This design comes from an exercise in tuning for small area, a short achievable clock period and few clock cycles on the open sky130 flow, not from production work.
Where RTL was checked, it was by simulation tests only, not by an equivalence proof against the original.
Power and IR drop assume default switching activity.

Setup of main:
## square_multiply_modexp_trace
module square_multiply_modexp_trace #(
    parameter int unsigned EXP_WIDTH = 32,
    parameter int unsigned MOD_WIDTH = 32
) (
    input  logic         i_clk,
    input  logic         i_rst_n,
    input  logic         s_axis_tvalid,
    output logic         s_axis_tready,
    input  logic [95:0]  s_axis_tdata,
    output logic         m_axis_tvalid,
    input  logic         m_axis_tready,
    output logic [71:0]  m_axis_tdata,
    output logic         m_axis_tuser,
    output logic         m_axis_tlast
);
Size: roughly 1,400 cells after synthesis, roughly 190 flip-flops, about 180 I/O pins, ~0.014 mm2 of cells after synthesis.
==> module smme_step, before the edit <==
module smme_step #(
    parameter int ARCH = 2
) (
    input  logic [31:0] i_r,
    input  logic        i_b,
    input  logic [31:0] i_y,
    input  logic [31:0] i_m,
    output logic [31:0] o_r
);
    logic [33:0] w_s;
    logic [34:0] w_d1, w_d2;
    logic        w_c0, w_c1, w_c2;
    smme_add #(34, ARCH) u_s (
        .i_a({1'b0, i_r, i_b}), .i_b({2'b00, i_y}), .i_c(1'b0),
        .o_s(w_s), .o_co(w_c0));
    smme_add #(35, ARCH) u_d1 (
        .i_a({1'b0, w_s}), .i_b(~{3'b000, i_m}), .i_c(1'b1),
        .o_s(w_d1), .o_co(w_c1));
    smme_add #(35, ARCH) u_d2 (
        .i_a({1'b0, w_s}), .i_b(~{2'b00, i_m, 1'b0}), .i_c(1'b1),
        .o_s(w_d2), .o_co(w_c2));
    assign o_r = !w_d2[34] ? w_d2[31:0] : (!w_d1[34] ? w_d1[31:0] : w_s[31:0]);
endmodule
==> module square_multiply_modexp_trace, before the edit <==
module square_multiply_modexp_trace #(
    parameter int unsigned EXP_WIDTH = 32,
    parameter int unsigned MOD_WIDTH = 32
) (
    input  logic         i_clk,
    input  logic         i_rst_n,
    input  logic         s_axis_tvalid,
    output logic         s_axis_tready,
    input  logic [95:0]  s_axis_tdata,
    output logic         m_axis_tvalid,
    input  logic         m_axis_tready,
    output logic [71:0]  m_axis_tdata,
    output logic         m_axis_tuser,
    output logic         m_axis_tlast
);
    logic q_idle, q_red, q_sqr, q_mul;
    logic [31:0] r_m;      
    logic [32:0] r_e;      
    logic        r_ez;     
    logic [31:0] r_b;      
    logic [31:0] r_acc;    
    logic [31:0] r_sq;     
    logic [4:0]  r_cnt;    
    logic        r_first;  
    logic        r_bz0;    
    logic [4:0]  r_row;
    logic        r_valid, r_bit, r_last, r_user;
    logic        r_sr, r_ar, r_ya, r_ys, r_bi;
    logic        r_srcb;   
    logic [31:0] w_r, w_y, w_res;
    assign w_r = ({32{r_sr}} & r_sq) | ({32{r_ar}} & r_acc);
    assign w_y = ({32{r_ya}} & r_acc) | ({32{r_ys}} & r_sq);
    smme_step u_step (
        .i_r(w_r), .i_b(r_bi), .i_y(w_y), .i_m(r_m),
        .o_r(w_res)
    );
    logic [31:0] w_src;
    logic [4:0]  w_lead, w_next;
    logic        w_last, w_xn, w_mskip, w_jump;
    assign w_mskip = q_sqr && r_srcb;
    assign w_src = r_srcb ? r_b : r_acc;           
    always_comb begin
        w_lead = 5'd0;
        for (int k = 1; k < 32; k++)
            if (w_src[k]) w_lead = 5'(k);
    end
    assign w_last = r_first ? (w_src[31:1] == 31'd0 || (q_red && r_bz0))
                            : (r_cnt == 5'd0);
    assign w_jump = w_mskip && w_lead != 5'd0;
    assign w_next = (r_first || w_mskip ? w_lead : r_cnt) - 5'd1;
    assign w_xn   = w_src[w_next];
    logic w_op, w_hold, w_run, w_end, w_empty, w_tomul, w_emit, w_done, w_gosq, w_skip;
    logic w_ebit, w_elast;
    assign w_ebit  = r_e[32];                      
    assign w_elast = (r_e[31:0] == 32'h8000_0000);   
    assign w_op    = q_red | q_sqr | q_mul;
    assign w_hold  = r_valid && !m_axis_tready;    
    assign w_run   = w_op && !w_hold && !(q_red && w_last && !w_ebit && !r_ez);
    assign w_end   = w_run && w_last;
    assign w_empty = q_red && r_ez;                
    assign w_tomul = q_sqr && w_ebit;
    assign w_emit  = w_end && !w_tomul;            
    assign w_done  = w_emit && (w_empty || w_elast);   
    assign w_gosq  = w_emit && !w_done;
    assign w_skip  = q_red && !w_ebit && !r_ez;
    always_ff @(posedge i_clk) begin
        if (q_idle) begin
            r_m   <= s_axis_tdata[95:64];
            r_e   <= {s_axis_tdata[63:32], 1'b1};
            r_ez  <= (s_axis_tdata[63:32] == 32'd0);
            r_b   <= s_axis_tdata[31:0];
            r_bz0 <= (s_axis_tdata[31:0] == 32'd0) || (s_axis_tdata[63:32] == 32'd0);
            r_first <= 1'b1;
            r_srcb <= 1'b1;
            r_sr <= 1'b0;
            r_ar <= 1'b0;
            r_ya <= 1'b0;
            r_ys <= 1'b0;
            r_bi <= (s_axis_tdata[31:0] != 32'd0) && (s_axis_tdata[63:32] != 32'd0);
        end else begin
            if (w_skip || w_gosq) r_e <= {r_e[31:0], 1'b0};
            if (q_sqr && r_first && r_row == 5'd0) r_b <= r_acc;
            if (w_run) begin
                r_first <= w_end && !w_jump;
                r_cnt   <= w_next;
                if (w_end)
                    r_srcb <= w_tomul;
                else
                    r_srcb <= !q_sqr || (w_next == 5'd0 && w_ebit);
                if (w_jump) begin
                    r_sr <= 1'b0;
                    r_ar <= 1'b1;
                    r_ya <= 1'b0;
                    r_ys <= w_xn;
                    r_bi <= 1'b0;
                end else if (w_end) begin
                    r_sr <= 1'b0;
                    r_ar <= 1'b0;
                    r_ya <= w_gosq;
                    r_ys <= w_tomul;
                    r_bi <= 1'b0;
                end else begin
                    r_sr <= q_sqr;
                    r_ar <= !q_sqr;
                    r_ya <= w_xn && q_sqr;
                    r_ys <= w_xn && q_mul;
                    r_bi <= w_xn && q_red;
                end
            end
        end
        if (w_run) begin
            if (q_sqr) begin
                r_sq <= w_res;
                if (w_end) r_acc <= w_res;
            end else begin
                r_acc <= w_res;
            end
        end
        if (w_emit) begin
            r_bit  <= !w_empty && (q_red || q_mul);
            r_row  <= q_red ? 5'd0 : r_row + 5'd1;
            r_last <= w_done;
            r_user <= w_empty;
        end
        if (!i_rst_n) begin
            q_idle  <= 1'b1;
            q_red   <= 1'b0;
            q_sqr   <= 1'b0;
            q_mul   <= 1'b0;
            r_valid <= 1'b0;
        end else begin
            r_valid <= w_emit || w_hold;
            if (q_idle && s_axis_tvalid) begin
                q_idle <= 1'b0;
                q_red  <= 1'b1;
            end
            if (w_end) begin
                q_red  <= 1'b0;
                q_sqr  <= w_gosq;
                q_mul  <= w_tomul;
                q_idle <= w_done;
            end
        end
    end
    assign s_axis_tready = q_idle;
    assign m_axis_tvalid = r_valid;
    assign m_axis_tdata  = {2'b00, r_row, r_acc,
                            (r_row == 5'd0) ? {31'd0, !r_user} : r_sq, r_bit};
    assign m_axis_tuser  = r_user;
    assign m_axis_tlast  = r_last;
endmodule
export LEC_CHECK = 0
export CAP_MARGIN = 20
export CORE_MARGIN = 2
export CORE_UTILIZATION = 40
export CTS_BUF_LIST = sky130_fd_sc_hd__clkbuf_8
export CTS_CLUSTER_SIZE = 8
export SETUP_SLACK_MARGIN = 5
export SLEW_MARGIN = 20
create_clock -name core_clock -period 11.0 [get_ports {i_clk}]
standard.sh (not shown) runs the stock make flow with config.mk's settings and CLKGATE_MAP_FILE= SYNTH_SCRIPT=/design/flow/synth_recipe.tcl, a recipe that flattens the netlist after the stock synthesis.
==> flow/flow/run.sh <==
#!/bin/bash
# Layout flow: the standard layout (standard.sh, ORFS from synthesis to
# finish, unchanged synthesis), except that every input and output port gets
# a sky130_fd_sc_hd__buf_1 as its port buffer instead of the default cell that
# buffer_ports picks. The full output goes to standard.log in the work folder;
# ORFS keeps each step's own log under orfs/logs.
set -euo pipefail
bash standard.sh "BUFFER_PORTS_ARGS=-buffer_cell sky130_fd_sc_hd__buf_1" finish > standard.log 2>&1
main reached the end of the flow, and the finished layout is clean on the timing, design-rule and antenna checks.
Testbench counts of main, summed over its fixed seeds: cycles 105,102.
diff inputs: main => the feature branch
--- a/flow/design.v
+++ b/flow/design.v
@@ -14,23 +14,24 @@
 ) (
     input  logic [31:0] i_r,
     input  logic        i_b,
     input  logic [31:0] i_y,
     input  logic [31:0] i_m,
+    input  logic        i_mz,
     output logic [31:0] o_r
 );
     logic [33:0] w_s;
     logic [34:0] w_d1, w_d2;
     logic        w_c0, w_c1, w_c2;
     smme_add #(34, ARCH) u_s (
         .i_a({1'b0, i_r, i_b}), .i_b({2'b00, i_y}), .i_c(1'b0),
         .o_s(w_s), .o_co(w_c0));
     smme_add #(35, ARCH) u_d1 (
-        .i_a({1'b0, w_s}), .i_b(~{3'b000, i_m}), .i_c(1'b1),
+        .i_a({1'b0, w_s}), .i_b(~{2'b00, i_mz, i_m}), .i_c(1'b1),
         .o_s(w_d1), .o_co(w_c1));
     smme_add #(35, ARCH) u_d2 (
-        .i_a({1'b0, w_s}), .i_b(~{2'b00, i_m, 1'b0}), .i_c(1'b1),
+        .i_a({1'b0, w_s}), .i_b(~{1'b0, i_mz, i_m, 1'b0}), .i_c(1'b1),
         .o_s(w_d2), .o_co(w_c2));
     assign o_r = !w_d2[34] ? w_d2[31:0] : (!w_d1[34] ? w_d1[31:0] : w_s[31:0]);
 endmodule
 module smme_add #(
     parameter int W = 32,
@@ -99,10 +100,11 @@
     output logic         m_axis_tuser,
     output logic         m_axis_tlast
 );
     logic q_idle, q_red, q_sqr, q_mul;
     logic [31:0] r_m;      
+    logic        r_mz;     
     logic [32:0] r_e;      
     logic        r_ez;     
     logic [31:0] r_b;      
     logic [31:0] r_acc;    
     logic [31:0] r_sq;     
@@ -115,11 +117,11 @@
     logic        r_srcb;   
     logic [31:0] w_r, w_y, w_res;
     assign w_r = ({32{r_sr}} & r_sq) | ({32{r_ar}} & r_acc);
     assign w_y = ({32{r_ya}} & r_acc) | ({32{r_ys}} & r_sq);
     smme_step u_step (
-        .i_r(w_r), .i_b(r_bi), .i_y(w_y), .i_m(r_m),
+        .i_r(w_r), .i_b(r_bi), .i_y(w_y), .i_m(r_m), .i_mz(r_mz),
         .o_r(w_res)
     );
     logic [31:0] w_src;
     logic [4:0]  w_lead, w_next;
     logic        w_last, w_xn, w_mskip, w_jump;
@@ -150,10 +152,11 @@
     assign w_gosq  = w_emit && !w_done;
     assign w_skip  = q_red && !w_ebit && !r_ez;
     always_ff @(posedge i_clk) begin
         if (q_idle) begin
             r_m   <= s_axis_tdata[95:64];
+            r_mz  <= (s_axis_tdata[95:64] == 32'd0);
             r_e   <= {s_axis_tdata[63:32], 1'b1};
             r_ez  <= (s_axis_tdata[63:32] == 32'd0);
             r_b   <= s_axis_tdata[31:0];
             r_bz0 <= (s_axis_tdata[31:0] == 32'd0) || (s_axis_tdata[63:32] == 32'd0);
             r_first <= 1'b1;
==> results.txt <==
The share of synthesized cell area in full adder, half adder and majority cells on main is in line with that on the feature branch. Compared with main, the feature branch shows a simple-gate share of the synthesized area that is 0.64 points higher. Re mux contribution to synthesized area: main was lower than the feature branch. Delta (the feature branch minus main): worst reg2reg path depth increased by 2 relative to the old numbers, timing-limited maximum frequency went up 0.65 MHz, number of flops mapped to enable cells by yosys increased by 0.57% relative to the old numbers, headroom to the max-slew limit decreased by 5.0 points relative to the old numbers, die extent in y went up about 0.46%. Global-route wire length before repair is lower on main. The feature branch gives less overall power of the completed layout than main did.
For the feature branch, only the layout was checked, not whether the RTL still works.

## separate check: timing with driven ports
Ports are ideal in the flow. The routed layouts listed here were re-timed in OpenROAD.
Step 1 sets driving cells, clkbuf_16 on the clock port and buf_2 on the other inputs (assumed; they add their load-dependent delay and slew).
Step 2 also shifts input and output timing later by t, the mid clock arrival at the registers, as if the neighbouring blocks saw the same clock.
a / b / c = no drivers / after step 1 / after step 2; a / b = the first two.
| run | t (ns) | slack for setup (ns) | worst data-port slew with drivers (ns) |
|---|---|---|---|
| main | 0.539 | 5.168 / 5.168 / 5.168 | 0.06 |
| the feature branch | 0.555 | 5.190 / 5.190 / 5.190 | 0.06 |
After both steps every run listed still meets setup and hold.
